What follows belongs to an exercise in optimizing a design on an open flow for small area, a short achievable clock period and few clock cycles; a production flow would make more cautious choices.
At most, simulation tests tie the RTL to the original design; equivalence was not proved.
Power and IR drop assume default switching activity.

== 06-23 ==
==> flow/design.v <==
module dcache_hit (
   input  logic [7:0][24:0] tags,
   input  logic [7:0]       valid,
   input  logic [24:0]      addr_tag,
   input  logic [2:0]       idx,
   output logic             hit
);
   logic [7:0] line_hit;
   always_comb begin
      for (int i = 0; i < 8; i++) line_hit[i] = valid[i] && (tags[i] == addr_tag);
   end
   assign hit = line_hit[idx];
endmodule
module dcache_rdmux (
   input  logic [7:0][127:0] lines,
   input  logic [2:0]        idx,
   input  logic [1:0]        word,
   input  logic              use_mem,
   input  logic [127:0]      mem,
   output logic [127:0]      line,
   output logic [31:0]       rdata
);
   assign line = lines[idx];
   always_comb begin
      if (use_mem) rdata = mem[word*32 +: 32];
      else         rdata = line[word*32 +: 32];
   end
endmodule
module dcache_controller (
   input  logic         CLK,
   input  logic         RESET_N,
   input  logic         CPU_READ,
   input  logic         CPU_WRITE,
   input  logic [31:0]  CPU_ADDRESS,
   input  logic [31:0]  CPU_WRITEDATA,
   output logic [31:0]  CPU_READDATA,
   output logic         CPU_BUSYWAIT,
   output logic         MEM_READ,
   output logic         MEM_WRITE,
   output logic [27:0]  MEM_ADDRESS,
   output logic [127:0] MEM_WRITEDATA,
   input  logic [127:0] MEM_READDATA,
   input  logic         MEM_BUSYWAIT
);
   logic [7:0][127:0] data_q;
   logic [7:0][24:0]  tag_q;
   logic [7:0]        valid_q;
   logic [7:0]        dirty_q;
   logic              req_old_q;
   logic [24:0]  addr_tag;
   logic [2:0]   addr_idx;
   logic [1:0]   addr_word;
   logic         access;
   logic [24:0]  line_tag;
   logic [127:0] line_data;
   logic         line_vd;
   logic         hit;
   logic         mem_done;
   logic         fill;
   logic         wb_done;
   logic         store_hit;
   logic [127:0] line_in;
   logic         unused_addr_bits;
   assign addr_tag         = CPU_ADDRESS[31:7];
   assign addr_idx         = CPU_ADDRESS[6:4];
   assign addr_word        = CPU_ADDRESS[3:2];
   assign unused_addr_bits = ^CPU_ADDRESS[1:0];
   assign access = CPU_READ ^ CPU_WRITE;
   assign line_tag = tag_q[addr_idx];
   assign line_vd  = valid_q[addr_idx] && dirty_q[addr_idx];
   dcache_hit u_hit (
      .tags(tag_q), .valid(valid_q), .addr_tag(addr_tag), .idx(addr_idx), .hit(hit)
   );
   dcache_rdmux u_rd (
      .lines(data_q), .idx(addr_idx), .word(addr_word), .use_mem(req_old_q), .mem(MEM_READDATA),
      .line(line_data), .rdata(CPU_READDATA)
   );
   assign MEM_WRITE     = access && !hit && line_vd;
   assign MEM_READ      = access && !hit && !line_vd;
   assign MEM_ADDRESS   = line_vd ? {line_tag, addr_idx} : CPU_ADDRESS[31:4];
   assign MEM_WRITEDATA = line_data;
   assign mem_done  = req_old_q && !MEM_BUSYWAIT;
   assign fill      = mem_done && !line_vd;
   assign wb_done   = mem_done && line_vd;
   assign store_hit = access && CPU_WRITE && hit;
   assign CPU_BUSYWAIT = access && !hit && !fill;
   always_comb begin
      for (int w = 0; w < 4; w++) begin
         if (CPU_WRITE && addr_word == w) line_in[w*32 +: 32] = CPU_WRITEDATA;
         else                             line_in[w*32 +: 32] = MEM_READDATA[w*32 +: 32];
      end
   end
   always_ff @(posedge CLK) begin
      for (int i = 0; i < 8; i++) begin
         if (addr_idx == i) begin
            if (fill) tag_q[i] <= addr_tag;
            for (int w = 0; w < 4; w++) begin
               if (fill || (store_hit && addr_word == w)) data_q[i][w*32 +: 32] <= line_in[w*32 +: 32];
            end
            if (fill || store_hit) dirty_q[i] <= CPU_WRITE;
            else if (wb_done)      dirty_q[i] <= 1'b0;
         end
      end
   end
   always_ff @(posedge CLK or negedge RESET_N) begin
      if (!RESET_N) begin
         req_old_q <= 1'b0;
         valid_q   <= 8'd0;
      end else begin
         req_old_q <= (MEM_READ || MEM_WRITE) && !mem_done;
         if (fill) valid_q[addr_idx] <= 1'b1;
      end
   end
endmodule
clock: 9.0 ns
lec_check: 0
cap_margin: 20
core_margin: 2
core_utilization: 55
place_density: 0.65
setup_slack_margin: 3.5
slew_margin: 20
synth_hierarchical: 1
synth_minimum_keep_size: 0
standard.sh (not shown) runs the stock make flow with config.mk's settings and CLKGATE_MAP_FILE= SYNTH_SCRIPT=/design/flow/synth_recipe.tcl, a recipe that flattens the netlist after the stock synthesis.
==> flow/flow/run.sh <==
#!/bin/bash
# Standard layout, with plain buffers on the ports (instead of delay cells), resizing free to
# change a cell's footprint, and a clock tree of fewer, smaller buffers without dummy loads.
# Every tool's output goes to a log file in this folder.
set -euo pipefail
export BUFFER_PORTS_ARGS="-buffer_cell sky130_fd_sc_hd__buf_2"
export CTS_ARGS="-sink_clustering_enable -repair_clock_nets -dont_use_dummy_load -root_buf sky130_fd_sc_hd__clkbuf_16 -buf_list {sky130_fd_sc_hd__clkbuf_8} -sink_clustering_size 16 -sink_clustering_max_diameter 60"
bash standard.sh MATCH_CELL_FOOTPRINT=0 finish > standard.log 2>&1
06-23 went all the way through the flow, and no timing, DRC or antenna check failed.
For 03-16, these inputs were changed with respect to 06-23:
Settings: a change of CORE_UTILIZATION from 55 to 50; a change of PLACE_DENSITY from 0.65 to 0.6.
==> flow/flow/run.sh <==
#!/bin/bash
# Standard layout, with plain buffers on the ports (instead of delay cells), resizing free to
# change a cell's footprint, and a clock tree of smaller buffers without dummy loads.
# Every tool's output goes to a log file in this folder.
set -euo pipefail
export BUFFER_PORTS_ARGS="-buffer_cell sky130_fd_sc_hd__buf_2"
export CTS_ARGS="-sink_clustering_enable -repair_clock_nets -dont_use_dummy_load -root_buf sky130_fd_sc_hd__clkbuf_16 -buf_list {sky130_fd_sc_hd__clkbuf_4 sky130_fd_sc_hd__clkbuf_8}"
bash standard.sh MATCH_CELL_FOOTPRINT=0 finish > standard.log 2>&1
### Flow results
The ratio of cells with drive above 1 in the final layout reported for 03-16 is greater than that of 06-23 by 0.58 points. 03-16 leaves less setup margin than 06-23. Relative to 06-23, share of total power in sequential cells decreased by 5.2 points in 03-16.
No functional check of the RTL was part of any run of this note.

---

Setup of build 44:
Another version of the RTL of dcache_controller (not shown whole).
Size in the first run: roughly 3000 cells after synthesis, roughly 390 I/O pins.
clock: 9.0 ns
lec_check: 0
cap_margin: 20
core_margin: 2
core_utilization: 55
place_density: 0.65
setup_slack_margin: 3.5
slew_margin: 20
tns_end_percent: 30
==> flow/flow/run.sh <==
#!/bin/bash
# Standard layout, with plain buffers on the ports (instead of delay cells), resizing free to
# change a cell's footprint, and a clock tree of fewer, smaller buffers without dummy loads.
# Every tool's output goes to a log file in this folder.
set -euo pipefail
export BUFFER_PORTS_ARGS="-buffer_cell sky130_fd_sc_hd__buf_1"
export CTS_ARGS="-sink_clustering_enable -repair_clock_nets -dont_use_dummy_load -root_buf sky130_fd_sc_hd__clkbuf_16 -buf_list {sky130_fd_sc_hd__clkbuf_8} -sink_clustering_size 16 -sink_clustering_max_diameter 60"
bash standard.sh MATCH_CELL_FOOTPRINT=0 finish > standard.log 2>&1
The final layout from build 44, which completed every stage, passed the timing, DRC and antenna checks at the end of the flow.
Testbench counts of build 44, summed over its fixed seeds: cycles 72,898.
diff inputs: build 44 => build 34
--- a/flow/config.mk
+++ b/flow/config.mk
@@ -10,3 +10,3 @@
-export CORE_UTILIZATION = 55
-export PLACE_DENSITY = 0.65
-export SETUP_SLACK_MARGIN = 3.5
+export CORE_UTILIZATION = 65
+export PLACE_DENSITY = 0.75
+export SETUP_SLACK_MARGIN = 3.4
==> comparison <==
| final area | build 34 vs build 44 | better |
Looking at build 44 and build 34, the combinational power is a wash.
Comparing the two runs side by side, build 34 comes out ahead of build 44 on area enclosed by the die boundary.
Modified inputs, build 1 compared to build 34
--- a/flow/config.mk
+++ b/flow/config.mk
@@ -8 +8 @@
-export CAP_MARGIN = 20
+export CAP_MARGIN = 10
@@ -10,2 +10,2 @@
-export CORE_UTILIZATION = 65
-export PLACE_DENSITY = 0.75
+export CORE_UTILIZATION = 55
+export PLACE_DENSITY = 0.65
@@ -13 +13 @@
-export SLEW_MARGIN = 20
+export SLEW_MARGIN = 10
==> run notes <==
Summary of build 1 over build 34: met3 usage in global routing down 3.9 points, total net switching power went up by about 1.2%, number of violations reported at the end of detailed-routing iteration 0 lower.
For build 34, the highest-delay cell along the critical path was sky130_fd_sc_hd__mux4_2, unlike build 1, where it was sky130_fd_sc_hd__or2_2.
Re wire length: build 34 was lower than build 1.
Taking build 34 as the reference, in build 1 wire length the detailed router placed on met1 climbed 10%; routed wire length on met2 climbed 4400 µm; part of the power in the clock network climbed 0.7 points; number of tap cells inserted climbed 206; final total power climbed 0.095 mW.
Going from build 34 to build 1, fmax now larger; static power due to leakage comparable.
### build 1 -> build 18
--- a/flow/config.mk
+++ b/flow/config.mk
@@ -8 +8 @@
-export CAP_MARGIN = 10
+export CAP_MARGIN = 20
@@ -10,2 +10,2 @@
-export CORE_UTILIZATION = 55
-export PLACE_DENSITY = 0.65
+export CORE_UTILIZATION = 75
+export PLACE_DENSITY = 0.85
@@ -13 +13 @@
-export SLEW_MARGIN = 10
+export SLEW_MARGIN = 20
Via count of the first global-routing pass ends up lower on build 1.
[diff] wire length, build 18 relative to build 1: regression
Build 18 ended with more post-route fraction of the period consumed by the critical path than build 1.
Across both runs, peak per-stage delay on the critical path was higher for build 18 than for build 1.
Delta (build 18 minus build 1): worst setup slack lost 0.15 ns; clock period minus worst slack saw an increase; cell count along the critical path grew by 1; proportion of final cell area spent on non-clock buffers stayed essentially flat.
Compared with build 1, total power in build 18 decreased slightly.
Re worst slack after detailed placement: build 18 is 0.14 ns up on build 1.
Cell count is higher on build 1
Input changes introduced in build 49 (baseline for comparison: build 18):
--- a/flow/config.mk
+++ b/flow/config.mk
@@ -10,3 +10,3 @@
-export CORE_UTILIZATION = 75
-export PLACE_DENSITY = 0.85
-export SETUP_SLACK_MARGIN = 3.4
+export CORE_UTILIZATION = 55
+export PLACE_DENSITY = 0.65
+export SETUP_SLACK_MARGIN = 3.7
@@ -14 +14 @@
-export TNS_END_PERCENT = 30
+export TNS_END_PERCENT = 20
--- outcome ---
Build 49 reports a lower share of the clock period used by the worst path than build 18 does. Build 49 against build 18: total power increased 3.8%; area overhead of the layout relative to synthesis went up by 5.3 points. Compared with build 18, build 49 shows a smallest hold slack that is 0.0036 ns higher. Changes observed in build 49 relative to build 18: first-pass iteration count of the detailed router fell by 1, placer's final routability congestion estimate fell by 5.8%, count of cells along the worst register-to-register path stayed essentially flat. Per the final summary, build 49 finished and its layout is clean on timing, DRC and antenna.
For build 58, these inputs were changed with respect to build 49:
--- a/flow/config.mk
+++ b/flow/config.mk
@@ -12 +12 @@
-export SETUP_SLACK_MARGIN = 3.7
+export SETUP_SLACK_MARGIN = 3.4
@@ -14 +14 @@
-export TNS_END_PERCENT = 20
+export TNS_END_PERCENT = 30
==> run notes <==
- When the final numbers for build 58 and build 49 were put side by side, the relative slew slack turned out to be greater in build 58.
- On met1 layer usage reported by global route, the higher figure sits with build 49, not build 58.
- Compared build 58 against build 49; clock network power share within noise.
- The maximum number of pins on one net before global-route repair in build 58 was higher than what build 49 gave.
- Build 58 vs. build 49: critical path depth in cells went up, setup slack -0.079 ns, share of the core filled with cells in the final layout went down by 2.4 points.

-- static timing again, ports no longer ideal --
The results above use ideal ports. As a check the final layouts listed here were re-extracted and re-timed, cells and wires unchanged. Step 1: set_driving_cell puts a clkbuf_16 on CLK and a buf_2 on each other input, an assumption about the parent block. Step 2 adds t to the input delays and takes it off the output delays; t is the mean of the earliest and latest rising clock arrival at the registers after step 1. Input paths then give back, and output paths get back, about the clock's delay inside the block. a / b / c = ideal ports / drivers / drivers and shift; a / b = the first two.
run	t, ns	setup WS [ns]	slew at the worst register clock pin (ns)	cell pins on the clock port's net
06-23	0.715	3.336 / 2.948 / 2.699	0.11 / 0.11	1
03-16	0.797	3.245 / 2.995 / 2.388	0.06 / 0.06	1
build 44	0.702	3.387 / 2.960 / 2.681	0.11 / 0.11	1
build 34	0.674	3.317 / 2.997 / 2.997	0.11 / 0.11	1
build 1	0.694	3.356 / 2.961 / 2.941	0.11 / 0.11	1
build 18	0.689	3.208 / 2.957 / 2.875	0.11 / 0.11	1
build 49	0.705	3.437 / 3.017 / 2.918	0.11 / 0.11	1
build 58	0.699	3.358 / 2.981 / 2.908	0.11 / 0.11	1
After both steps setup and hold are still met in every run listed. For 03-16, which loses most, drivers alone change the setup slack by -0.250 ns; drivers and shift together by -0.857 ns.
